Context: an optimization exercise on an open-source flow, tuned for small area, a short achievable clock period and few clock cycles per item. The choices shown serve that exercise and are no tape-out recipe. The RTL was checked by simulation tests, not by an equivalence proof against the original design. No activity file was given, so power comes from the tool's default toggle rates.

==> v7 <==
==> flow/design.v <==
module hdc_multimodal_fuser #(
    parameter int NUM_MODALITIES  = 3,
    parameter int NUM_FOLDS       = 8,
    parameter int NUM_FOLDS_WIDTH = $clog2(NUM_FOLDS),
    parameter int FOLD_WIDTH      = 2000 / NUM_FOLDS
) (
    input  logic                       clk,
    input  logic                       rst,
    input  logic                       clear,
    input  logic                       hvin_valid,
    output logic                       hvin_ready,
    input  logic [FOLD_WIDTH-1:0]      hvin,
    output logic                       hvout_valid,
    input  logic                       hvout_ready,
    output logic [FOLD_WIDTH-1:0]      hvout,
    output logic [NUM_FOLDS_WIDTH-1:0] hvout_fold,
    output logic                       hvout_last
);
    localparam logic [NUM_FOLDS_WIDTH-1:0] LAST_FOLD = NUM_FOLDS_WIDTH'(NUM_FOLDS - 1);
    logic                       st0_q, st1_q, st2_q, pend_q;
    logic                       ready_q, last_q;
    logic [NUM_FOLDS_WIDTH-1:0] fold_q;
    logic [FOLD_WIDTH-1:0]      vote_two, vote_one;
    logic                       take_s, first_s, cap_s, acc_s, dlv_s;
    assign take_s  = hvin_valid & ~pend_q;
    assign first_s = take_s & st0_q;
    assign cap_s   = take_s & st2_q & ~hvout_ready;
    assign hvin_ready  = ready_q;
    assign hvout_valid = pend_q | (st2_q & hvin_valid);
    assign hvout       = vote_two | (vote_one & hvin);
    assign hvout_fold  = fold_q;
    assign hvout_last  = last_q;
    assign acc_s = take_s & ~clear;
    assign dlv_s = st2_q & (pend_q | hvin_valid) & hvout_ready & ~clear;
    always_ff @(posedge clk or negedge rst) begin
        if (!rst) begin
            st0_q  <= 1'b1;
            st1_q  <= 1'b0;
            st2_q  <= 1'b0;
            pend_q <= 1'b0;
            ready_q <= 1'b1;
            fold_q <= '0;
            last_q <= 1'b0;
        end else if (clear) begin
            st0_q  <= 1'b1;
            st1_q  <= 1'b0;
            st2_q  <= 1'b0;
            pend_q <= 1'b0;
            ready_q <= 1'b1;
            fold_q <= '0;
            last_q <= 1'b0;
        end else begin
            if (dlv_s) begin
                st0_q  <= 1'b1;
                st2_q  <= 1'b0;
                pend_q <= 1'b0;
                ready_q <= 1'b1;
                fold_q <= fold_q + NUM_FOLDS_WIDTH'(1);
                last_q <= (fold_q == LAST_FOLD - NUM_FOLDS_WIDTH'(1));
            end else if (acc_s & st2_q) begin
                pend_q <= 1'b1;
                ready_q <= 1'b0;
            end else if (acc_s) begin
                st0_q <= 1'b0;
                st1_q <= st0_q;
                st2_q <= st1_q;
            end
        end
    end
    always_ff @(posedge clk) begin
        vote_two <= (vote_two | (vote_one & hvin & {FOLD_WIDTH{take_s}}))
                  & {FOLD_WIDTH{~first_s}};
        vote_one <= (vote_one & {FOLD_WIDTH{~(first_s | cap_s)}})
                  | (hvin & {FOLD_WIDTH{take_s & ~cap_s}});
    end
endmodule
==> flow/flow/run.sh <==
#!/bin/bash
set -euo pipefail
bash standard.sh "BUFFER_PORTS_ARGS=-buffer_cell sky130_fd_sc_hd__buf_1" finish > standard_flow.log 2>&1
==> flow/standard.sh <==
#!/bin/bash
# synth_recipe.tcl (not shown) runs the flow's synth.tcl, then flattens the netlist and writes it again
# the make line also repeats each setting of config.mk as NAME=value (left out here)
make -C /OpenROAD-flow-scripts/flow DESIGN_CONFIG=/design/flow/config.mk WORK_HOME=/design/flow/orfs CLKGATE_MAP_FILE= SYNTH_SCRIPT=/design/flow/synth_recipe.tcl "${@:-finish}"
==> flow/config.mk <==
export PLATFORM = sky130hd
export DESIGN_NAME = hdc_multimodal_fuser
export DESIGN_NICKNAME = hdc_multimodal_fuser
export VERILOG_FILES = /design/flow/design.v
export SDC_FILE = /design/flow/constraint.sdc
export NUM_CORES = 4
export LEC_CHECK = 0
export CAP_MARGIN = 20
export CORE_MARGIN = 2
export CORE_UTILIZATION = 60
export CTS_CLUSTER_DIAMETER = 100
export CTS_CLUSTER_SIZE = 30
export SETUP_SLACK_MARGIN = 1.1
export SLEW_MARGIN = 20
==> flow/constraint.sdc <==
create_clock -name core_clock -period 3.0 [get_ports {clk}]
set_input_delay 0.6000 -clock core_clock [delete_from_list [all_inputs] [get_ports {clk}]]
set_output_delay 0.6000 -clock core_clock [all_outputs]
set_load 0.01 [all_outputs]
==> v34: changes against v7 <==
==> flow/design.v (replaced) <==
module hdc_multimodal_fuser #(
    parameter int NUM_MODALITIES  = 3,
    parameter int NUM_FOLDS       = 8,
    parameter int NUM_FOLDS_WIDTH = $clog2(NUM_FOLDS),
    parameter int FOLD_WIDTH      = 2000 / NUM_FOLDS
) (
    input  logic                       clk,
    input  logic                       rst,
    input  logic                       clear,
    input  logic                       hvin_valid,
    output logic                       hvin_ready,
    input  logic [FOLD_WIDTH-1:0]      hvin,
    output logic                       hvout_valid,
    input  logic                       hvout_ready,
    output logic [FOLD_WIDTH-1:0]      hvout,
    output logic [NUM_FOLDS_WIDTH-1:0] hvout_fold,
    output logic                       hvout_last
);
    localparam logic [NUM_FOLDS_WIDTH-1:0] LAST_FOLD = NUM_FOLDS_WIDTH'(NUM_FOLDS - 1);
    logic [1:0]                 mod_q;
    logic                       pend_q;
    logic [NUM_FOLDS_WIDTH-1:0] fold_q;
    logic [FOLD_WIDTH-1:0]      vote_two, vote_one;
    logic [FOLD_WIDTH-1:0]      in_s, res_s;
    logic                       take_s, first_s, acc_s, cap_s, dlv_s;
    assign take_s  = hvin_valid & ~pend_q;
    assign first_s = take_s & (mod_q == 2'd0);
    assign in_s    = hvin & {FOLD_WIDTH{take_s}};
    assign res_s   = vote_two | (vote_one & in_s);
    assign hvin_ready  = ~pend_q;
    assign hvout_valid = mod_q[1] & (pend_q | hvin_valid);
    assign hvout       = res_s;
    assign hvout_fold  = fold_q;
    assign hvout_last  = (fold_q == LAST_FOLD);
    assign acc_s = take_s & ~clear;
    assign cap_s = acc_s & mod_q[1] & ~hvout_ready;
    assign dlv_s = ~clear & mod_q[1] & (pend_q | hvin_valid) & hvout_ready;
    always_ff @(posedge clk or negedge rst) begin
        if (!rst) begin
            mod_q  <= 2'd0;
            pend_q <= 1'b0;
            fold_q <= '0;
        end else if (clear) begin
            mod_q  <= 2'd0;
            pend_q <= 1'b0;
            fold_q <= '0;
        end else begin
            if (dlv_s) begin
                mod_q  <= 2'd0;
                pend_q <= 1'b0;
                fold_q <= fold_q + NUM_FOLDS_WIDTH'(1);
            end else if (cap_s) begin
                pend_q <= 1'b1;
            end else if (acc_s) begin
                mod_q <= mod_q + 2'd1;
            end
        end
    end
    always_ff @(posedge clk) begin
        vote_two <= res_s & {FOLD_WIDTH{~first_s}};
        vote_one <= (vote_one & {FOLD_WIDTH{~first_s}}) | in_s;
    end
endmodule
==> flow/flow/run.sh (replaced) <==
#!/bin/bash
set -euo pipefail
bash standard.sh "BUFFER_PORTS_ARGS=-buffer_cell sky130_fd_sc_hd__buf_2" finish > standard_flow.log 2>&1
- CORE_UTILIZATION: 60 -> 40
- CTS_CLUSTER_DIAMETER: 100 -> default
- CTS_CLUSTER_SIZE: 30 -> default
- SETUP_SLACK_MARGIN: 1.1 -> default
==> v21: changes against v7 <==
- CORE_UTILIZATION: 60 -> 40
==> v28: changes against v7 <==
==> flow/design.v (replaced) <==
module hdc_multimodal_fuser #(
    parameter int NUM_MODALITIES  = 3,
    parameter int NUM_FOLDS       = 8,
    parameter int NUM_FOLDS_WIDTH = $clog2(NUM_FOLDS),
    parameter int FOLD_WIDTH      = 2000 / NUM_FOLDS
) (
    input  logic                       clk,
    input  logic                       rst,
    input  logic                       clear,
    input  logic                       hvin_valid,
    output logic                       hvin_ready,
    input  logic [FOLD_WIDTH-1:0]      hvin,
    output logic                       hvout_valid,
    input  logic                       hvout_ready,
    output logic [FOLD_WIDTH-1:0]      hvout,
    output logic [NUM_FOLDS_WIDTH-1:0] hvout_fold,
    output logic                       hvout_last
);
    localparam logic [NUM_FOLDS_WIDTH-1:0] LAST_FOLD = NUM_FOLDS_WIDTH'(NUM_FOLDS - 1);
    logic [1:0]                 mod_q;
    logic                       pend_q;
    logic [NUM_FOLDS_WIDTH-1:0] fold_q;
    logic [FOLD_WIDTH-1:0]      fold_a, fold_b;
    logic [FOLD_WIDTH-1:0]      maj_s, wr_s;
    logic                       acc_s, third_s, cap_s, dlv_s, en_a_s, en_b_s;
    assign maj_s = (fold_a & fold_b) | (fold_a & hvin) | (fold_b & hvin);
    assign wr_s  = mod_q[1] ? maj_s : hvin;
    assign hvin_ready  = ~pend_q;
    assign hvout_valid = mod_q[1] & (pend_q | hvin_valid);
    assign hvout       = maj_s;
    assign hvout_fold  = fold_q;
    assign hvout_last  = (fold_q == LAST_FOLD);
    assign acc_s   = hvin_valid & ~pend_q & ~clear;
    assign third_s = acc_s & mod_q[1];
    assign cap_s   = third_s & ~hvout_ready;
    assign dlv_s   = ~clear & mod_q[1] & (pend_q | hvin_valid) & hvout_ready;
    assign en_a_s  = (acc_s & (mod_q == 2'd0)) | cap_s;
    assign en_b_s  = (acc_s & (mod_q == 2'd1)) | cap_s;
    always_ff @(posedge clk or negedge rst) begin
        if (!rst) begin
            mod_q  <= 2'd0;
            pend_q <= 1'b0;
            fold_q <= '0;
        end else if (clear) begin
            mod_q  <= 2'd0;
            pend_q <= 1'b0;
            fold_q <= '0;
        end else begin
            if (dlv_s) begin
                mod_q  <= 2'd0;
                pend_q <= 1'b0;
                fold_q <= fold_q + NUM_FOLDS_WIDTH'(1);
            end else if (cap_s) begin
                pend_q <= 1'b1;
            end else if (acc_s) begin
                mod_q <= mod_q + 2'd1;
            end
        end
    end
    always_ff @(posedge clk) begin
        if (en_a_s) fold_a <= wr_s;
        if (en_b_s) fold_b <= wr_s;
    end
endmodule
==> flow/flow/run.sh (replaced) <==
#!/bin/bash
set -euo pipefail
bash standard.sh "BUFFER_PORTS_ARGS=-buffer_cell sky130_fd_sc_hd__buf_2" finish > standard_flow.log 2>&1
- CORE_UTILIZATION: 60 -> 40
- CTS_CLUSTER_DIAMETER: 100 -> default
- CTS_CLUSTER_SIZE: 30 -> default
- SETUP_SLACK_MARGIN: 1.1 -> default
==> comparison <==
- Area after synthesis: v28 is higher than v34 (23%).
- In v21 the non-clock buffer count is lower than in v28, by 2.
- Die area, lowest first: v7, v34, v21, v28.
- Power: v21 < v7 < v28 < v34.
- Clock power: v34 is higher than v7 (about 110%).
Testbench counts of v7, summed over its fixed seeds: cycles 2,880, folds 960.
Testbench counts of v34, summed over its fixed seeds: cycles 2,880, folds 960.
Testbench counts of v21, summed over its fixed seeds: cycles 2,880, folds 960.
Testbench counts of v28, summed over its fixed seeds: cycles 2,880, folds 960.

re-timing with driven ports:
Ports are ideal in the flow. The routed layouts listed here were re-timed in OpenROAD. Step 1 assumes that a clkbuf_16 drives the clock port and a buf_2 every other input. Step 2, shift: input delay + t, output delay - t, t = (earliest + latest rising clock arrival at the registers) / 2. This alone moves slack from input paths to output paths. a / b / c = ideal / step 1 / step 2; a / b = the first two.
run	shift t [ns]	slack for setup (ns)	clock arrival spread, ns	worst register clock-pin slew, ns
v7	0.597	1.087 / 1.034 / 0.873	0.017 / 0.017	0.11 / 0.11
v34	0.623	0.221 / 0.168 / 0.469	0.020 / 0.020	0.06 / 0.06
v21	0.607	1.100 / 1.046 / 0.883	0.022 / 0.021	0.12 / 0.12
v28	0.632	0.717 / 0.717 / 0.674	0.014 / 0.014	0.06 / 0.06
After both steps every run listed still meets setup and hold. The setup slack of v21, which loses most, moves by -0.054 ns with the drivers and by -0.217 ns with both steps.
